This is an optimization exercise on Yosys and OpenROAD, whose aim is small area, not a production implementation. Function was checked by simulation only, so behaviour that the tests miss may differ from the original. No activity file was given, so power comes from the tool's default toggle rates.

==> build 71 <==
==> flow/design.v <==
module risc_reg_file #(
  parameter int DATA_W = 32,
  parameter int ADDR_W = 5,
  parameter int NREG   = 32
) (
  input  logic              clk,
  input  logic              rst_n,
  input  logic [ADDR_W-1:0] rs_addr,
  input  logic [ADDR_W-1:0] rt_addr,
  output logic [DATA_W-1:0] rs_data,
  output logic [DATA_W-1:0] rt_data,
  input  logic              wr_en,
  input  logic [ADDR_W-1:0] wr_addr,
  input  logic [DATA_W-1:0] wr_data,
  input  logic              hilo_we,
  input  logic [DATA_W-1:0] mult_high_in,
  input  logic [DATA_W-1:0] mult_low_in,
  output logic [DATA_W-1:0] hi_out,
  output logic [DATA_W-1:0] lo_out,
  input  logic              flag_we,
  input  logic [3:0]        flags_in,
  output logic [3:0]        flags_out
);
  logic [DATA_W-1:0] regs_q [1:NREG-1];
  logic [NREG-1:1]   vld_q;
  logic [NREG-1:1]   wsel;
  logic [DATA_W-1:0] hi_q, lo_q;
  logic [3:0]        flags_q;
  always_comb begin
    for (int i = 1; i < NREG; i++)
      wsel[i] = wr_en && (wr_addr == ADDR_W'(i));
  end
  always_ff @(posedge clk) begin
    for (int i = 1; i < NREG; i++)
      if (wsel[i]) regs_q[i] <= wr_data;
  end
  always_ff @(posedge clk or negedge rst_n) begin
    if (!rst_n) vld_q <= '0;
    else        vld_q <= vld_q | wsel;
  end
  always_ff @(posedge clk or negedge rst_n) begin
    if (!rst_n) begin
      hi_q    <= '0;
      lo_q    <= '0;
      flags_q <= '0;
    end else begin
      if (hilo_we) begin
        hi_q <= mult_high_in;
        lo_q <= mult_low_in;
      end
      if (flag_we) flags_q <= flags_in;
    end
  end
  logic byp_rs, byp_rt;
  logic [NREG-1:1] sel_rs, sel_rt;
  always_comb begin
    byp_rs = rst_n && wr_en && (wr_addr == rs_addr) && (rs_addr != '0);
    byp_rt = rst_n && wr_en && (wr_addr == rt_addr) && (rt_addr != '0);
    for (int i = 1; i < NREG; i++) begin
      sel_rs[i] = (rs_addr == ADDR_W'(i)) && vld_q[i] && !byp_rs;
      sel_rt[i] = (rt_addr == ADDR_W'(i)) && vld_q[i] && !byp_rt;
    end
  end
  logic [DATA_W-1:0] regs_t [NREG];
  always_comb begin
    for (int b = 0; b < DATA_W; b++) begin
      regs_t[0][b] = wr_data[b];
      for (int i = 1; i < NREG; i++)
        regs_t[i][b] = regs_q[i][b];
    end
  end
  for (genvar b = 0; b < DATA_W; b++) begin : g_rd
    logic [NREG-1:0] col;
    for (genvar i = 0; i < NREG; i++) begin : g_col
      assign col[i] = regs_t[i][b];
    end
    rf_rd_bit u_rs (.sel({sel_rs, byp_rs}), .d(col), .y(rs_data[b]));
    rf_rd_bit u_rt (.sel({sel_rt, byp_rt}), .d(col), .y(rt_data[b]));
  end
  assign hi_out    = hi_q;
  assign lo_out    = lo_q;
  assign flags_out = flags_q;
endmodule
module rf_rd_bit (
  input  logic [31:0] sel,
  input  logic [31:0] d,
  output logic        y
);
  logic [11:0] n;
  for (genvar k = 0; k < 10; k++) begin : g_aoi
    rf_aoi222 u (.a0(sel[3*k]), .b0(d[3*k]), .a1(sel[3*k+1]), .b1(d[3*k+1]),
                 .a2(sel[3*k+2]), .b2(d[3*k+2]), .y(n[k]));
  end
  rf_nand2 u_n30 (.a({sel[30], d[30]}), .y(n[10]));
  rf_nand2 u_n31 (.a({sel[31], d[31]}), .y(n[11]));
  logic [2:0] m;
  rf_nand4 u_m0 (.a(n[3:0]), .y(m[0]));
  rf_nand4 u_m1 (.a(n[7:4]), .y(m[1]));
  rf_nand4 u_m2 (.a(n[11:8]), .y(m[2]));
  rf_or3   u_o  (.a(m), .y(y));
endmodule
module rf_aoi222 (
  input  logic a0, b0, a1, b1, a2, b2,
  output logic y
);
  assign y = ~((a0 & b0) | (a1 & b1) | (a2 & b2));
endmodule
module rf_nand2 (
  input  logic [1:0] a,
  output logic       y
);
  assign y = ~&a;
endmodule
module rf_nand4 (
  input  logic [3:0] a,
  output logic       y
);
  assign y = ~&a;
endmodule
module rf_or3 (
  input  logic [2:0] a,
  output logic       y
);
  assign y = |a;
endmodule
==> flow/flow/run.sh <==
#!/bin/bash
# The standard layout, with smaller port buffers and a clock tree of
# larger sink clusters without dummy loads. Each ORFS step keeps its own log
# under orfs/logs/; make's own output goes to make.log.
set -euo pipefail
export BUFFER_PORTS_ARGS="-buffer_cell sky130_fd_sc_hd__buf_1"
export CTS_ARGS="-sink_clustering_enable -repair_clock_nets -dont_use_dummy_load -root_buf sky130_fd_sc_hd__clkbuf_16 -buf_list sky130_fd_sc_hd__clkbuf_8 -sink_clustering_size 20 -sink_clustering_max_diameter 60"
bash standard.sh > make.log 2>&1
==> flow/standard.sh <==
#!/bin/bash
# synth_recipe.tcl (not shown) runs the flow's synth.tcl, then flattens the netlist and writes it again
# the make line also repeats each setting of config.mk as NAME=value (left out here)
make -C /OpenROAD-flow-scripts/flow DESIGN_CONFIG=/design/flow/config.mk WORK_HOME=/design/flow/orfs CLKGATE_MAP_FILE= SYNTH_SCRIPT=/design/flow/synth_recipe.tcl "${@:-finish}"
==> flow/config.mk <==
export PLATFORM = sky130hd
export DESIGN_NAME = risc_reg_file
export DESIGN_NICKNAME = risc_reg_file
export VERILOG_FILES = /design/flow/design.v
export SDC_FILE = /design/flow/constraint.sdc
export NUM_CORES = 4
export LEC_CHECK = 0
export CAP_MARGIN = 20
export CORE_MARGIN = 2
export CORE_UTILIZATION = 40
export SLEW_MARGIN = 20
export SYNTH_HIERARCHICAL = 1
==> flow/constraint.sdc <==
create_clock -name core_clock -period 7.0 [get_ports {clk}]
set_input_delay 1.4000 -clock core_clock [delete_from_list [all_inputs] [get_ports {clk}]]
set_output_delay 1.4000 -clock core_clock [all_outputs]
set_load 0.01 [all_outputs]
==> build 91: changes against build 71 <==
==> flow/design.v, changed modules only <==
module risc_reg_file #(
  parameter int DATA_W = 32,
  parameter int ADDR_W = 5,
  parameter int NREG   = 32
) (
  input  logic              clk,
  input  logic              rst_n,
  input  logic [ADDR_W-1:0] rs_addr,
  input  logic [ADDR_W-1:0] rt_addr,
  output logic [DATA_W-1:0] rs_data,
  output logic [DATA_W-1:0] rt_data,
  input  logic              wr_en,
  input  logic [ADDR_W-1:0] wr_addr,
  input  logic [DATA_W-1:0] wr_data,
  input  logic              hilo_we,
  input  logic [DATA_W-1:0] mult_high_in,
  input  logic [DATA_W-1:0] mult_low_in,
  output logic [DATA_W-1:0] hi_out,
  output logic [DATA_W-1:0] lo_out,
  input  logic              flag_we,
  input  logic [3:0]        flags_in,
  output logic [3:0]        flags_out
);
  logic [DATA_W-1:0] regs_q [1:NREG-1];
  logic [NREG-1:1]   vld_q;
  logic [NREG-1:1]   wsel, wsel_n;
  logic [DATA_W-1:0] hi_q, lo_q;
  logic [3:0]        flags_q;
  rf_wdec u_wdec (.wr_en(wr_en), .wr_addr(wr_addr), .wsel(wsel), .wsel_n(wsel_n));
  logic [DATA_W-1:0] regs_d [1:NREG-1];
  for (genvar i = 1; i < NREG; i++) begin : g_gpr
    for (genvar b = 0; b < DATA_W; b++) begin : g_bit
      rf_ao22 u (.a0(wsel[i]), .b0(wr_data[b]), .a1(wsel_n[i]), .b1(regs_q[i][b]),
                 .y(regs_d[i][b]));
    end
  end
  always_ff @(posedge clk) begin
    for (int i = 1; i < NREG; i++)
      regs_q[i] <= regs_d[i];
  end
  logic [NREG-1:1] vld_d;
  for (genvar i = 1; i < NREG; i++) begin : g_vld
    rf_or2 u (.a({vld_q[i], wsel[i]}), .y(vld_d[i]));
  end
  always_ff @(posedge clk or negedge rst_n) begin
    if (!rst_n) vld_q <= '0;
    else        vld_q <= vld_d;
  end
  logic [DATA_W-1:0] hi_d, lo_d;
  logic [3:0]        flags_d;
  logic              hilo_we_n, flag_we_n;
  rf_inv u_hilo_we_n (.a(hilo_we), .y(hilo_we_n));
  rf_inv u_flag_we_n (.a(flag_we), .y(flag_we_n));
  for (genvar b = 0; b < DATA_W; b++) begin : g_hilo
    rf_ao22 u_hi (.a0(hilo_we), .b0(mult_high_in[b]), .a1(hilo_we_n), .b1(hi_q[b]), .y(hi_d[b]));
    rf_ao22 u_lo (.a0(hilo_we), .b0(mult_low_in[b]), .a1(hilo_we_n), .b1(lo_q[b]), .y(lo_d[b]));
  end
  for (genvar b = 0; b < 4; b++) begin : g_flags
    rf_ao22 u_fl (.a0(flag_we), .b0(flags_in[b]), .a1(flag_we_n), .b1(flags_q[b]), .y(flags_d[b]));
  end
  always_ff @(posedge clk or negedge rst_n) begin
    if (!rst_n) begin
      hi_q    <= '0;
      lo_q    <= '0;
      flags_q <= '0;
    end else begin
      hi_q    <= hi_d;
      lo_q    <= lo_d;
      flags_q <= flags_d;
    end
  end
  logic byp_rs, byp_rt;
  logic [NREG-1:1] sel_rs, sel_rt;
  rf_rdec u_rdec_rs (.rst_n(rst_n), .wr_en(wr_en), .wr_addr(wr_addr), .rd_addr(rs_addr),
                     .vld(vld_q), .byp(byp_rs), .sel(sel_rs));
  rf_rdec u_rdec_rt (.rst_n(rst_n), .wr_en(wr_en), .wr_addr(wr_addr), .rd_addr(rt_addr),
                     .vld(vld_q), .byp(byp_rt), .sel(sel_rt));
  logic [DATA_W-1:0] regs_t [NREG];
  always_comb begin
    for (int b = 0; b < DATA_W; b++) begin
      regs_t[0][b] = wr_data[b];
      for (int i = 1; i < NREG; i++)
        regs_t[i][b] = regs_q[i][b];
    end
  end
  for (genvar b = 0; b < DATA_W; b++) begin : g_rd
    logic [NREG-1:0] col;
    for (genvar i = 0; i < NREG; i++) begin : g_col
      assign col[i] = regs_t[i][b];
    end
    rf_rd_bit u_rs (.sel({sel_rs, byp_rs}), .d(col), .y(rs_data[b]));
    rf_rd_bit u_rt (.sel({sel_rt, byp_rt}), .d(col), .y(rt_data[b]));
  end
  assign hi_out    = hi_q;
  assign lo_out    = lo_q;
  assign flags_out = flags_q;
endmodule
module rf_wdec (
  input  logic        wr_en,
  input  logic [4:0]  wr_addr,
  output logic [31:1] wsel,
  output logic [31:1] wsel_n
);
  logic [7:0] hi_n;
  logic [3:0] lo_n;
  rf_wpre u_pre (.wr_en(wr_en), .wr_addr(wr_addr), .hi_n(hi_n), .lo_n(lo_n));
  for (genvar i = 1; i < 32; i++) begin : g_sel
    rf_nor2 u (.a({hi_n[i/4], lo_n[i%4]}), .y(wsel[i]));
    rf_inv  u_n (.a(wsel[i]), .y(wsel_n[i]));
  end
endmodule
module rf_wpre (
  input  logic       wr_en,
  input  logic [4:0] wr_addr,
  output logic [7:0] hi_n,
  output logic [3:0] lo_n
);
  always_comb begin
    for (int k = 0; k < 8; k++) hi_n[k] = !(wr_addr[4:2] == 3'(k));
    for (int k = 0; k < 4; k++) lo_n[k] = !(wr_en && wr_addr[1:0] == 2'(k));
  end
endmodule
module rf_rdec (
  input  logic        rst_n,
  input  logic        wr_en,
  input  logic [4:0]  wr_addr,
  input  logic [4:0]  rd_addr,
  input  logic [31:1] vld,
  output logic        byp,
  output logic [31:1] sel
);
  logic [7:0] hi;
  logic [3:0] lo;
  rf_rpre u_pre (.rst_n(rst_n), .wr_en(wr_en), .wr_addr(wr_addr), .rd_addr(rd_addr),
                 .byp(byp), .hi(hi), .lo(lo));
  for (genvar i = 1; i < 32; i++) begin : g_sel
    rf_and3 u (.a({hi[i/4], lo[i%4], vld[i]}), .y(sel[i]));
  end
endmodule
module rf_rpre (
  input  logic       rst_n,
  input  logic       wr_en,
  input  logic [4:0] wr_addr,
  input  logic [4:0] rd_addr,
  output logic       byp,
  output logic [7:0] hi,
  output logic [3:0] lo
);
  always_comb begin
    byp = rst_n && wr_en && (wr_addr == rd_addr) && (rd_addr != '0);
    for (int k = 0; k < 8; k++) hi[k] = (rd_addr[4:2] == 3'(k));
    for (int k = 0; k < 4; k++) lo[k] = !byp && (rd_addr[1:0] == 2'(k));
  end
endmodule
module rf_or2 (
  input  logic [1:0] a,
  output logic       y
);
  assign y = |a;
endmodule
module rf_ao22 (
  input  logic a0, b0, a1, b1,
  output logic y
);
  assign y = (a0 & b0) | (a1 & b1);
endmodule
module rf_inv (
  input  logic a,
  output logic y
);
  assign y = ~a;
endmodule
module rf_nor2 (
  input  logic [1:0] a,
  output logic       y
);
  assign y = ~|a;
endmodule
module rf_and3 (
  input  logic [2:0] a,
  output logic       y
);
  assign y = &a;
endmodule
==> flow/flow/run.sh (replaced) <==
#!/bin/bash
# The standard layout, with smaller port buffers and a clock tree of
# larger sink clusters without dummy loads. Each ORFS step keeps its own log
# under orfs/logs/; make's own output goes to make.log.
set -euo pipefail
export BUFFER_PORTS_ARGS="-buffer_cell sky130_fd_sc_hd__buf_1"
export CTS_ARGS="-sink_clustering_enable -repair_clock_nets -dont_use_dummy_load -buf_list sky130_fd_sc_hd__clkbuf_16 -sink_clustering_size 40 -sink_clustering_max_diameter 60"
bash standard.sh > make.log 2>&1
==> summary of the runs <==
Build 91 finished clean. Build 71 completed with no timing, DRC or antenna violations.
In count of clock-buffer cells in the layout, build 91 and build 71 do not differ.
Sequential cell count is the same in build 91 and build 71.
Sequential share of layout area: build 91 is lower than build 71 (19 points).
Between build 71 and build 91, the lower global-route usage is in build 71 (gap 6.7 points).
Worst hold slack: build 71 is better than build 91 (24 ps).
In build 71 the clock power is smaller than in build 91, by 27%.

-- what the ideal ports hide --
No port has a modelled driver above. Below, the same layouts with a new extraction and two added sets of constraints.
Step 1 assumes that a clkbuf_16 drives the clock port and a buf_2 every other input.
Step 2 adds t to the input delays and takes it off the output delays; t is the mean of the earliest and latest rising clock arrival at the registers after step 1. Input paths then give back, and output paths get back, about the clock's delay inside the block.
a / b / c = ideal ports / drivers / drivers and shift; a / b = the first two.
| run | t (ns) | setup slack, ns | clock arrival spread, ns | pins driven straight from the clock port |
|---|---|---|---|---|
| build 71 | 0.688 | 0.758 / 0.726 / 0.726 | 0.091 / 0.090 | 1 |
| build 91 | 0.740 | 0.426 / 0.393 / 0.393 | 0.103 / 0.103 | 1 |
After both steps setup and hold are still met in every run listed. For build 91, which loses most, drivers alone change the setup slack by -0.033 ns; drivers and shift together by -0.033 ns.
